From an optimization exercise on the open Yosys and OpenROAD flow, aimed at small area, a short achievable clock period and few clock cycles per item; shortcuts taken in it are not production practice. In this exercise RTL edits were held to simulation tests only and were not proved equivalent to the original. No activity file was given, so power comes from the tool's default toggle rates.

== job 104 ==
==> flow/design.v <==
`default_nettype none
package dma_pkg;
  typedef logic [32-1:0] dma_addr_t;
  typedef logic [31:0] dma_len_t;
  typedef logic [4-1:0] dma_ce_t;
  typedef struct packed {
    dma_addr_t src;
    dma_addr_t dst;
    dma_len_t  len;
  } dma_cfg_t;
  typedef enum logic [2:0] {
    SEQ_IDLE,
    SEQ_RD_CHECK,
    SEQ_RD_WAIT,
    SEQ_WR_CHECK,
    SEQ_WR_WAIT
  } seq_state_t;
endpackage
`default_nettype wire
`default_nettype none
package mst_pkg;
  typedef logic [32-1:0] mst_data_t;
  typedef enum logic [1:0] {
    CMD_IDLE,
    CMD_RUN,
    CMD_WAIT,
    CMD_DONE
  } cmd_state_t;
endpackage
`default_nettype wire
`timescale 1ns/1ps
`default_nettype none
module dma_regs
(
  input  wire logic      Bus2IP_Clk,
  input  wire logic      rst,
  input  mst_pkg::mst_data_t      bus2ip_data,
  input  dma_pkg::dma_ce_t        bus2ip_wrce,
  input  dma_pkg::dma_ce_t        bus2ip_rdce,
  input  wire logic      busy,
  output mst_pkg::mst_data_t      ip2bus_data,
  output logic           ip2bus_wrack,
  output logic           ip2bus_rdack,
  output dma_pkg::dma_cfg_t       cfg,
  output logic           key
);
  mst_pkg::mst_data_t wdata;
  assign wdata = rst ? '0 : bus2ip_data;
  always_ff @(posedge Bus2IP_Clk)
  begin
    if (rst || bus2ip_wrce[3])
      cfg.src <= dma_pkg::dma_addr_t'(wdata);
    if (rst || bus2ip_wrce[2])
      cfg.dst <= dma_pkg::dma_addr_t'(wdata);
    if (rst || bus2ip_wrce[1])
      cfg.len <= dma_pkg::dma_len_t'(wdata);
  end
  assign key = bus2ip_wrce[0] && (bus2ip_data == mst_pkg::mst_data_t'(32'h0000_00CC));
  assign ip2bus_data = ({32{bus2ip_rdce[3]}} & mst_pkg::mst_data_t'(cfg.src))
                     | ({32{bus2ip_rdce[2]}} & mst_pkg::mst_data_t'(cfg.dst))
                     | ({32{bus2ip_rdce[1]}} & mst_pkg::mst_data_t'(cfg.len))
                     | {{(32-1){1'b0}}, bus2ip_rdce[0] & busy};
  assign ip2bus_wrack = |bus2ip_wrce;
  assign ip2bus_rdack = |bus2ip_rdce;
endmodule
`default_nettype wire
`timescale 1ns/1ps
`default_nettype none
module simple_dma
(
  input  wire logic      Bus2IP_Clk,
  input  wire logic      rst,
  input  mst_pkg::mst_data_t      bus2ip_data,
  input  dma_pkg::dma_ce_t        bus2ip_wrce,
  input  dma_pkg::dma_ce_t        bus2ip_rdce,
  output mst_pkg::mst_data_t      ip2bus_data,
  output logic           ip2bus_wrack,
  output logic           ip2bus_rdack,
  input  wire logic      bus2ip_mst_cmdack,
  input  wire logic      bus2ip_mst_cmplt,
  input  mst_pkg::mst_data_t      bus2ip_mstrd_d,
  input  wire logic      bus2ip_mstrd_src_rdy_n,
  input  wire logic      bus2ip_mstwr_dst_rdy_n,
  output logic           ip2bus_mstrd_req,
  output logic           ip2bus_mstwr_req,
  output dma_pkg::dma_addr_t      ip2bus_mst_addr,
  output mst_pkg::mst_data_t      ip2bus_mstwr_d
);
  dma_pkg::dma_cfg_t cfg;
  logic     key;
  logic     busy_q;
  logic     rdreq_q;
  logic     wrreq_q;
  dma_pkg::dma_addr_t addr_q;
  dma_pkg::dma_addr_t next_q;
  logic [32-3:0] words_q;
  logic     part_q;
  mst_pkg::mst_data_t data_q;
  logic     start;
  logic     rd_cmplt;
  logic     wr_cmplt;
  logic     accept;
  logic     none_left;
  dma_regs u_regs (
    .Bus2IP_Clk(Bus2IP_Clk), .rst(rst),
    .bus2ip_data(bus2ip_data), .bus2ip_wrce(bus2ip_wrce), .bus2ip_rdce(bus2ip_rdce),
    .busy(busy_q), .ip2bus_data(ip2bus_data),
    .ip2bus_wrack(ip2bus_wrack), .ip2bus_rdack(ip2bus_rdack),
    .cfg(cfg), .key(key)
  );
  assign start     = key && !busy_q && (cfg.len != '0);
  assign rd_cmplt  = !bus2ip_mstrd_src_rdy_n;
  assign wr_cmplt  = !bus2ip_mstwr_dst_rdy_n;
  assign accept    = bus2ip_mst_cmdack || bus2ip_mst_cmplt;
  assign none_left = (words_q == '0) && !part_q;
  always_ff @(posedge Bus2IP_Clk)
  begin
    if (rst)
    begin
      busy_q  <= 1'b0;
      rdreq_q <= 1'b0;
      wrreq_q <= 1'b0;
    end
    else
    begin
      busy_q  <= start || (busy_q && !(wr_cmplt && none_left));
      rdreq_q <= start || (rdreq_q && !accept) || (busy_q && wr_cmplt && !none_left);
      wrreq_q <= (wrreq_q && !accept) || (busy_q && rd_cmplt);
    end
  end
  always_ff @(posedge Bus2IP_Clk)
  begin
    if (!busy_q)
    begin
      words_q <= cfg.len[32-1:2];
      part_q  <= |cfg.len[1:0];
    end
    else
    begin
      if (rd_cmplt)
      begin
        if (part_q)
          part_q  <= 1'b0;
        else
          words_q <= words_q - 1'b1;
      end
    end
  end
  logic     addr_load;
  logic     addr_step;
  logic     addr_hold;
  assign addr_load = !busy_q;
  assign addr_step = busy_q && bus2ip_mst_cmplt;
  assign addr_hold = busy_q && !bus2ip_mst_cmplt;
  always_ff @(posedge Bus2IP_Clk)
  begin
    addr_q <= ({32{addr_load}} & cfg.src)
            | ({32{addr_step}} & next_q)
            | ({32{addr_hold}} & addr_q);
    next_q <= ({32{addr_load}} & cfg.dst)
            | ({32{addr_step}} & (addr_q + dma_pkg::dma_addr_t'(4)))
            | ({32{addr_hold}} & next_q);
  end
  always_ff @(posedge Bus2IP_Clk)
  begin
    if (rd_cmplt)
      data_q <= bus2ip_mstrd_d;
  end
  assign ip2bus_mstrd_req = rdreq_q;
  assign ip2bus_mstwr_req = wrreq_q;
  assign ip2bus_mst_addr  = addr_q;
  assign ip2bus_mstwr_d   = data_q;
endmodule
`default_nettype wire
Settings: LEC_CHECK=0, ABC_CLOCK_PERIOD_IN_PS=2000, CAP_MARGIN=20, CORE_MARGIN=2, CORE_UTILIZATION=65, CTS_CLUSTER_DIAMETER=60, CTS_CLUSTER_SIZE=20, SETUP_SLACK_MARGIN=2.35, SLEW_MARGIN=20; clock period 5.0 ns.
standard.sh (not shown) runs the stock make flow with config.mk's settings and CLKGATE_MAP_FILE= SYNTH_SCRIPT=/design/flow/synth_recipe.tcl, a recipe that flattens the netlist after the stock synthesis.
==> flow/flow/run.sh <==
#!/bin/bash
# The standard flow (standard.sh) with two changes:
#  - the port buffers are sky130_fd_sc_hd__buf_1 cells (the standard flow picks delay cells);
#  - a few slow combinational cells are added to the platform's don't-use list,
#    for synthesis and layout alike. Registers are mapped exactly as in the
#    standard synthesis; only combinational gate choice changes.
set -euo pipefail
export BUFFER_PORTS_ARGS="-buffer_cell sky130_fd_sc_hd__buf_1"
DU="sky130_fd_sc_hd__probe_p_8 sky130_fd_sc_hd__probec_p_8 sky130_fd_sc_hd__lpflow_bleeder_1 sky130_fd_sc_hd__lpflow_clkbufkapwr_1 sky130_fd_sc_hd__lpflow_clkbufkapwr_16 sky130_fd_sc_hd__lpflow_clkbufkapwr_2 sky130_fd_sc_hd__lpflow_clkbufkapwr_4 sky130_fd_sc_hd__lpflow_clkbufkapwr_8 sky130_fd_sc_hd__lpflow_clkinvkapwr_1 sky130_fd_sc_hd__lpflow_clkinvkapwr_16 sky130_fd_sc_hd__lpflow_clkinvkapwr_2 sky130_fd_sc_hd__lpflow_clkinvkapwr_4 sky130_fd_sc_hd__lpflow_clkinvkapwr_8 sky130_fd_sc_hd__lpflow_decapkapwr_12 sky130_fd_sc_hd__lpflow_decapkapwr_3 sky130_fd_sc_hd__lpflow_decapkapwr_4 sky130_fd_sc_hd__lpflow_decapkapwr_6 sky130_fd_sc_hd__lpflow_decapkapwr_8 sky130_fd_sc_hd__lpflow_inputiso0n_1 sky130_fd_sc_hd__lpflow_inputiso0p_1 sky130_fd_sc_hd__lpflow_inputiso1n_1 sky130_fd_sc_hd__lpflow_inputiso1p_1 sky130_fd_sc_hd__lpflow_inputisolatch_1 sky130_fd_sc_hd__lpflow_isobufsrc_1 sky130_fd_sc_hd__lpflow_isobufsrc_16 sky130_fd_sc_hd__lpflow_isobufsrc_2 sky130_fd_sc_hd__lpflow_isobufsrc_4 sky130_fd_sc_hd__lpflow_isobufsrc_8 sky130_fd_sc_hd__lpflow_isobufsrckapwr_16 sky130_fd_sc_hd__lpflow_lsbuf_lh_hl_isowell_tap_1 sky130_fd_sc_hd__lpflow_lsbuf_lh_hl_isowell_tap_2 sky130_fd_sc_hd__lpflow_lsbuf_lh_hl_isowell_tap_4 sky130_fd_sc_hd__lpflow_lsbuf_lh_isowell_4 sky130_fd_sc_hd__lpflow_lsbuf_lh_isowell_tap_1 sky130_fd_sc_hd__lpflow_lsbuf_lh_isowell_tap_2 sky130_fd_sc_hd__lpflow_lsbuf_lh_isowell_tap_4 sky130_fd_sc_hd__a222oi_1 sky130_fd_sc_hd__or4_1 sky130_fd_sc_hd__or4_2 sky130_fd_sc_hd__or4_4 sky130_fd_sc_hd__nor4_1 sky130_fd_sc_hd__nor4_2 sky130_fd_sc_hd__nor4_4"
bash standard.sh "DONT_USE_CELLS=$DU" synth > synth.log 2>&1
bash standard.sh "DONT_USE_CELLS=$DU" finish > layout.log 2>&1
Testbench counts of job 104, summed over its fixed seeds: cycles 59,953, words 6,547.
For job 103, these inputs were changed with respect to job 104:
Settings: SETUP_SLACK_MARGIN changed from 2.35 to 2.0.
--- outcome ---
Total net switching power: job 103 and job 104 compared, higher one is job 104
[compare] base=job 104 new=job 103: sequential cell count shows no meaningful change; post-route minimum period rose 0.25 ns; routed wire length went down.
As far as placed wire-length estimate is concerned, job 104 and job 103 perform about the same.
Per the comparison of job 103 with job 104, non-clock buffer total of the final layout has decreased, number of standard cells in the final layout excluding fillers fell 16, post-cts resize count went down 78, hold slack has remained practically unchanged.

port drivers added, routing unchanged:
The results above use ideal ports. As a check the final layouts listed here were re-extracted and re-timed, cells and wires unchanged. Step 1 assumes that a clkbuf_16 drives the clock port and a buf_2 every other input. Step 2, shift: input delay + t, output delay - t, t = (earliest + latest rising clock arrival at the registers) / 2. This alone moves slack from input paths to output paths. Slacks: ideal / step 1 / step 2; pairs: ideal / step 1.
| run | t, ns | slack for setup (ns) | worst setup path at the end | slew at the worst register clock pin (ns) |
|---|---|---|---|---|
| job 104 | 0.518 | 2.310 / 2.260 / 2.037 | input to register | 0.08 / 0.08 |
| job 103 | 0.512 | 2.060 / 2.039 / 1.980 | input to register | 0.09 / 0.09 |
After both steps every run listed still meets setup and hold. For job 104, which loses most, drivers alone change the setup slack by -0.050 ns; drivers and shift together by -0.273 ns.
